This is an optimization exercise on Yosys and OpenROAD, whose aim is small area, a short achievable clock period and few clock cycles per item, not a production implementation. In this exercise RTL edits were held to simulation tests only and were not proved equivalent to the original.

==> sierra <==
==> flow/design.v (excerpt) <==
module rgb_hsv_converter #(
  parameter int unsigned CHANNEL_BITS = 8
) (
  input  logic                         clk_i,
  input  logic                         rst_ni,
  input  logic                         cfg_we_i,
  input  logic                         cfg_wdata_i,
  input  logic                         pix_i_valid,
  output logic                         pix_i_ready,
  input  logic [CHANNEL_BITS-1:0]      pix_i_red,
  input  logic [CHANNEL_BITS-1:0]      pix_i_green,
  input  logic [CHANNEL_BITS-1:0]      pix_i_blue,
  input  logic [rhc_pkg::HUE_BITS-1:0] pix_i_hue,
  input  logic [CHANNEL_BITS-1:0]      pix_i_saturation,
  input  logic [CHANNEL_BITS-1:0]      pix_i_brightness,
  input  logic [CHANNEL_BITS-1:0]      pix_i_alpha,
  output logic                         pix_o_valid,
  input  logic                         pix_o_ready,
  output logic [CHANNEL_BITS-1:0]      pix_o_out_red,
  output logic [CHANNEL_BITS-1:0]      pix_o_out_green,
  output logic [CHANNEL_BITS-1:0]      pix_o_out_blue,
  output logic [rhc_pkg::HUE_BITS-1:0] pix_o_out_hue,
  output logic [CHANNEL_BITS-1:0]      pix_o_out_saturation,
  output logic [CHANNEL_BITS-1:0]      pix_o_out_brightness,
  output logic [CHANNEL_BITS-1:0]      pix_o_out_alpha
);
Settings: LEC_CHECK=0, ABC_AREA=1, CAP_MARGIN=20, CORE_MARGIN=2, CORE_UTILIZATION=55, CTS_CLUSTER_DIAMETER=100, CTS_CLUSTER_SIZE=24, PLACE_DENSITY=0.65, SETUP_SLACK_MARGIN=5, SLEW_MARGIN=20; clock period 10.0 ns.
run.sh (not shown) runs the stock make flow with config.mk's settings and CLKGATE_MAP_FILE= SYNTH_SCRIPT=/design/flow/synth_recipe.tcl, a recipe that flattens the netlist after the stock synthesis.
==> inputs of garnet, as changes to sierra <==
- CORE_UTILIZATION: 55 -> 40
- CTS_CLUSTER_DIAMETER: 100 -> not set
- CTS_CLUSTER_SIZE: 24 -> not set
- PLACE_DENSITY: 0.65 -> not set
==> inputs of fjord, as changes to sierra <==
--- a/flow/design.v
+++ b/flow/design.v
@@ -139,54 +139,62 @@
     else       f1_d = {mx, mid, mn, base, neg};
   end
   logic [26:0] f1_q;
   logic [15:0] u2_d;   
   logic [7:0]  v2_d;   
-  logic [8:0]  h2_d;   
+  logic [13:0] h2_d;   
+  logic [7:0]  d2_d;   
+  logic [3:0]  e2_d;   
   rhc_pkg::hue_split_t hs1;
   assign hs1 = rhc_pkg::hue_split(f1_q[24:16]);
   always_comb begin
     logic [7:0] mx, mid, mn, d, y;
+    logic       neg;
     {mx, mid, mn} = f1_q[26:3];
+    neg = f1_q[0];
     d = mx - mn;
     y = mid - mn;
     if (dir_s[1]) begin
       u2_d = f1_q[7:0] * f1_q[15:8];
       v2_d = f1_q[7:0];
-      h2_d = {hs1.frac, hs1.sector};
+      h2_d = {hs1.frac, hs1.sector, 5'd0};
+      d2_d = '0;
+      e2_d = '0;
     end else begin
-      u2_d = {d, y};
+      u2_d = {d, 8'd0} - 16'(d) + 16'(mx[7:1]);
       v2_d = mx;
-      h2_d = {f1_q[2:0], (d == 8'd0), 5'd0};
+      h2_d = ({y, 6'd0} - {4'd0, y, 2'd0}) + 14'((d - 8'(neg)) >> 1);
+      d2_d = d;
+      e2_d = {f1_q[2:0], (d == 8'd0)};
     end
   end
   logic [15:0] u2_q;
   logic [7:0]  v2_q;
-  logic [8:0]  h2_q;
+  logic [13:0] h2_q;
+  logic [7:0]  d2_q;
+  logic [3:0]  e2_q;
   logic [41:0] y3_d;   
+  logic [13:0] rh2;
+  logic [1:0]  qh2;
+  rhc_div #(.RW(14), .DW(8), .TOP(5), .NS(2)) u_hdiv2 (
+    .rem_i(h2_q), .den_i(d2_q), .rem_o(rh2), .quo_o(qh2)
+  );
   always_comb begin
-    logic [7:0] mx, d, y;
-    logic       neg;
-    mx  = v2_q;
-    {d, y} = u2_q;
-    neg = h2_q[6];
     if (dir_s[2]) begin
-      y3_d = {1'b0, 22'(h2_q[8:3]) * 22'(u2_q) + 22'd7649, h2_q[2:0], u2_q};
+      y3_d = {1'b0, 22'(h2_q[13:8]) * 22'(u2_q) + 22'd7649, h2_q[7:5], u2_q};
     end else begin
-      y3_d = {{d, 8'd0} - 16'(d) + 16'(mx[7:1]),
-              ({y, 6'd0} - {4'd0, y, 2'd0}) + 14'((d - 8'(neg)) >> 1),
-              d, h2_q[8:5]};
+      y3_d = {u2_q, rh2[11:0], d2_q, qh2, e2_q};
     end
   end
   logic [41:0] y3_q;
   logic [7:0]  v3_q;
   logic [15:0] n4_d;   
   logic [26:0] x4_d;   
-  logic [13:0] rh3;
+  logic [11:0] rh3;
   logic [1:0]  qh3;
-  rhc_div #(.RW(14), .DW(8), .TOP(5), .NS(2)) u_hdiv3 (
-    .rem_i(y3_q[25:12]), .den_i(y3_q[11:4]), .rem_o(rh3), .quo_o(qh3)
+  rhc_div #(.RW(12), .DW(8), .TOP(3), .NS(2)) u_hdiv3 (
+    .rem_i(y3_q[25:14]), .den_i(y3_q[13:6]), .rem_o(rh3), .quo_o(qh3)
   );
   always_comb begin
     logic [22:0] zs;
     logic [13:0] xq;
     logic [7:0]  wr, a0, r0;
@@ -202,28 +210,28 @@
     if (dir_s[3]) begin
       n4_d = {2'b00, xq};
       x4_d = {y3_q[18:16], wr, a0, r0};
     end else begin
       n4_d = y3_q[41:26];
-      x4_d = {1'b0, rh3[11:0], y3_q[11:4], qh3, y3_q[3:0]};
+      x4_d = {1'b0, rh3[9:0], y3_q[13:6], y3_q[5:4], qh3, y3_q[3:0]};
     end
   end
   logic [15:0] n4_q;
   logic [7:0]  v4_q;
   logic [26:0] x4_q;
   logic [7:0]  den4;
   logic [15:0] lr4;
   logic [1:0]  lq4;
-  logic [11:0] rh4;
+  logic [9:0]  rh4;
   logic [1:0]  qh4;
-  logic [25:0] x5_d;   
+  logic [18:0] x5_d;   
   assign den4 = dir_s[4] ? 8'd60 : v4_q;
   rhc_div #(.RW(16), .DW(8), .TOP(7), .NS(2)) u_ldiv4 (
     .rem_i(n4_q), .den_i(den4), .rem_o(lr4), .quo_o(lq4)
   );
-  rhc_div #(.RW(12), .DW(8), .TOP(3), .NS(2)) u_hdiv4 (
-    .rem_i(x4_q[25:14]), .den_i(x4_q[13:6]), .rem_o(rh4), .quo_o(qh4)
+  rhc_div #(.RW(10), .DW(8), .TOP(1), .NS(2)) u_hdiv4 (
+    .rem_i(x4_q[25:16]), .den_i(x4_q[15:8]), .rem_o(rh4), .quo_o(qh4)
   );
   always_comb begin
     logic [7:0]  v, wr, a0, r0, r0p, p;
     logic        dt;
     logic [14:0] n;
@@ -235,57 +243,50 @@
     p   = v - a0 - 8'(r0[7]);
     dt  = (r0 != 8'd0) && !r0[7];
     n   = {1'b0, r0p, 6'd0} - {5'd0, r0p, 2'd0} - 15'd2 - 15'(wr);
     nq  = 16'(n[13:0]) + 16'(n[13:8]) + 16'd1;
     m   = n[14] ? 7'h7f : {1'b0, nq[13:8]};
-    if (dir_s[4]) x5_d = {7'd0, x4_q[26:24], p, dt, m};
-    else          x5_d = {rh4[9:0], x4_q[13:6], x4_q[5:4], qh4, x4_q[3:0]};
+    if (dir_s[4]) x5_d = {x4_q[26:24], p, dt, m};
+    else          x5_d = {9'd0, x4_q[7:4], qh4, x4_q[3:0]};
   end
   logic [13:0] lr5_q;
   logic [1:0]  lq5_q;
   logic [7:0]  v5_q;
-  logic [25:0] x5_q;
+  logic [18:0] x5_q;
   logic [7:0]  den5;
   logic [13:0] lr5;
   logic [1:0]  lq5;
-  logic [9:0]  rh5;
-  logic [1:0]  qh5;
   logic [18:0] x6_d;   
   assign den5 = dir_s[5] ? 8'd60 : v5_q;
   rhc_div #(.RW(14), .DW(8), .TOP(5), .NS(2)) u_ldiv5 (
     .rem_i(lr5_q), .den_i(den5), .rem_o(lr5), .quo_o(lq5)
   );
-  rhc_div #(.RW(10), .DW(8), .TOP(1), .NS(2)) u_hdiv5 (
-    .rem_i(x5_q[25:16]), .den_i(x5_q[15:8]), .rem_o(rh5), .quo_o(qh5)
-  );
-  assign x6_d = dir_s[5] ? x5_q[18:0] : {9'd0, x5_q[7:4], qh5, x5_q[3:0]};
+  always_comb begin
+    logic [5:0] qh;
+    logic [8:0] hue;
+    qh = x5_q[9:4];
+    case (x5_q[3:2])
+      2'(rhc_pkg::HB_RED):   hue = 9'd0;
+      2'(rhc_pkg::HB_GREEN): hue = 9'd120;
+      2'(rhc_pkg::HB_BLUE):  hue = 9'd240;
+      default:               hue = 9'd360;
+    endcase
+    hue = x5_q[1] ? hue - 9'(qh) : hue + 9'(qh);
+    if (x5_q[0]) hue = '0;
+    x6_d = dir_s[5] ? x5_q : {9'd0, hue, x5_q[0]};
+  end
   logic [11:0] lr6_q;
   logic [3:0]  lq6_q;
   logic [7:0]  v6_q;
   logic [18:0] x6_q;
   logic [7:0]  den6;
   logic [11:0] lr6;
   logic [1:0]  lq6;
-  logic [18:0] x7_d;   
   assign den6 = dir_s[6] ? 8'd60 : v6_q;
   rhc_div #(.RW(12), .DW(8), .TOP(3), .NS(2)) u_ldiv6 (
     .rem_i(lr6_q), .den_i(den6), .rem_o(lr6), .quo_o(lq6)
   );
-  always_comb begin
-    logic [5:0] qh;
-    logic [8:0] hue;
-    qh = x6_q[9:4];
-    case (x6_q[3:2])
-      2'(rhc_pkg::HB_RED):   hue = 9'd0;
-      2'(rhc_pkg::HB_GREEN): hue = 9'd120;
-      2'(rhc_pkg::HB_BLUE):  hue = 9'd240;
-      default:               hue = 9'd360;
-    endcase
-    hue = x6_q[1] ? hue - 9'(qh) : hue + 9'(qh);
-    if (x6_q[0]) hue = '0;
-    x7_d = dir_s[6] ? x6_q : {9'd0, hue, x6_q[0]};
-  end
   logic [9:0]  lr7_q;
   logic [5:0]  lq7_q;
   logic [7:0]  v7_q;
   logic [18:0] x7_q;
   logic [7:0]  den7;
@@ -335,10 +336,12 @@
     if (en) begin
       f1_q  <= f1_d;
       u2_q  <= u2_d;
       v2_q  <= v2_d;
       h2_q  <= h2_d;
+      d2_q  <= d2_d;
+      e2_q  <= e2_d;
       y3_q  <= y3_d;
       v3_q  <= v2_q;
       n4_q  <= n4_d;
       v4_q  <= v3_q;
       x4_q  <= x4_d;
@@ -351,11 +354,11 @@
       v6_q  <= v5_q;
       x6_q  <= x6_d;
       lr7_q <= lr6[9:0];
       lq7_q <= {lq6_q, lq6};
       v7_q  <= v6_q;
-      x7_q  <= x7_d;
+      x7_q  <= x6_q;
       lr8_q <= lr7[5:0];
       lq8_q <= {lq7_q, lq7};
       v8_q  <= v7_q;
       x8_q  <= x7_q;
       o0_q  <= o0_d;
- ABC_AREA: 1 -> not set
- CORE_UTILIZATION: 55 -> 40
- CTS_CLUSTER_DIAMETER: 100 -> not set
- CTS_CLUSTER_SIZE: 24 -> not set
- PLACE_DENSITY: 0.65 -> not set
==> flow_summary_export.csv <==
group,metric,value,unit
run_status,status,"no timing/DRC/antenna violations",
sta,period_share,47.8,%
die,die_height,257,um
layout,clk_share,2.15,%
yosys,synth_mux_area_share,0.401,%
# the run above: sierra

==> flow_summary_export.csv <==
group,metric,value,unit
run_status,status,"no timing/DRC/antenna violations",
sta,period_share,49.6,%
yosys,yosysMostFrequentCell,"nand2_1",
yosys,synth_mux_area_share,0.401,%
die,die_x,301,um
# the run above: garnet

==> flow_summary_export.csv <==
group,metric,value,unit
run_status,status,"no timing/DRC/antenna violations",
layout,clk_share,3.97,%
layout,num-multi-input-gates,2427,
sta,period_share,49.5,%
yosys,synth_mux_area_share,5.89,%
# the run above: fjord

Testbench counts of sierra, summed over its fixed seeds: cycles 19,368, items 19,200.
Testbench counts of garnet, summed over its fixed seeds: cycles 19,368, items 19,200.
Testbench counts of fjord, summed over its fixed seeds: cycles 19,368, items 19,200.

-- afterwards: timing with drivers on the ports --
How much do the figures lean on ideal ports? The routed layouts below were timed once more, with nothing changed but the port constraints.
Step 1 sets driving cells, clkbuf_16 on the clock port and buf_2 on the other inputs (assumed; they add their load-dependent delay and slew).
Step 2 also shifts input and output timing later by t, the mid clock arrival at the registers, as if the neighbouring blocks saw the same clock.
a / b / c = ideal ports / drivers / drivers and shift; a / b = the first two.
| run | t, ns | slack for setup (ns) | worst setup path at the end | clock arrival spread, ns | worst register clock-pin slew, ns |
|---|---|---|---|---|---|
| sierra | 0.641 | 5.224 / 5.224 / 4.851 | input to register | 0.025 / 0.025 | 0.10 / 0.10 |
| garnet | 0.665 | 5.043 / 5.017 / 4.755 | input to register | 0.018 / 0.018 | 0.07 / 0.07 |
| fjord | 0.659 | 5.051 / 5.027 / 4.576 | input to register | 0.040 / 0.040 | 0.07 / 0.07 |
After both steps setup and hold are still met in every run listed. The setup slack of fjord, which loses most, moves by -0.024 ns with the drivers and by -0.475 ns with both steps.
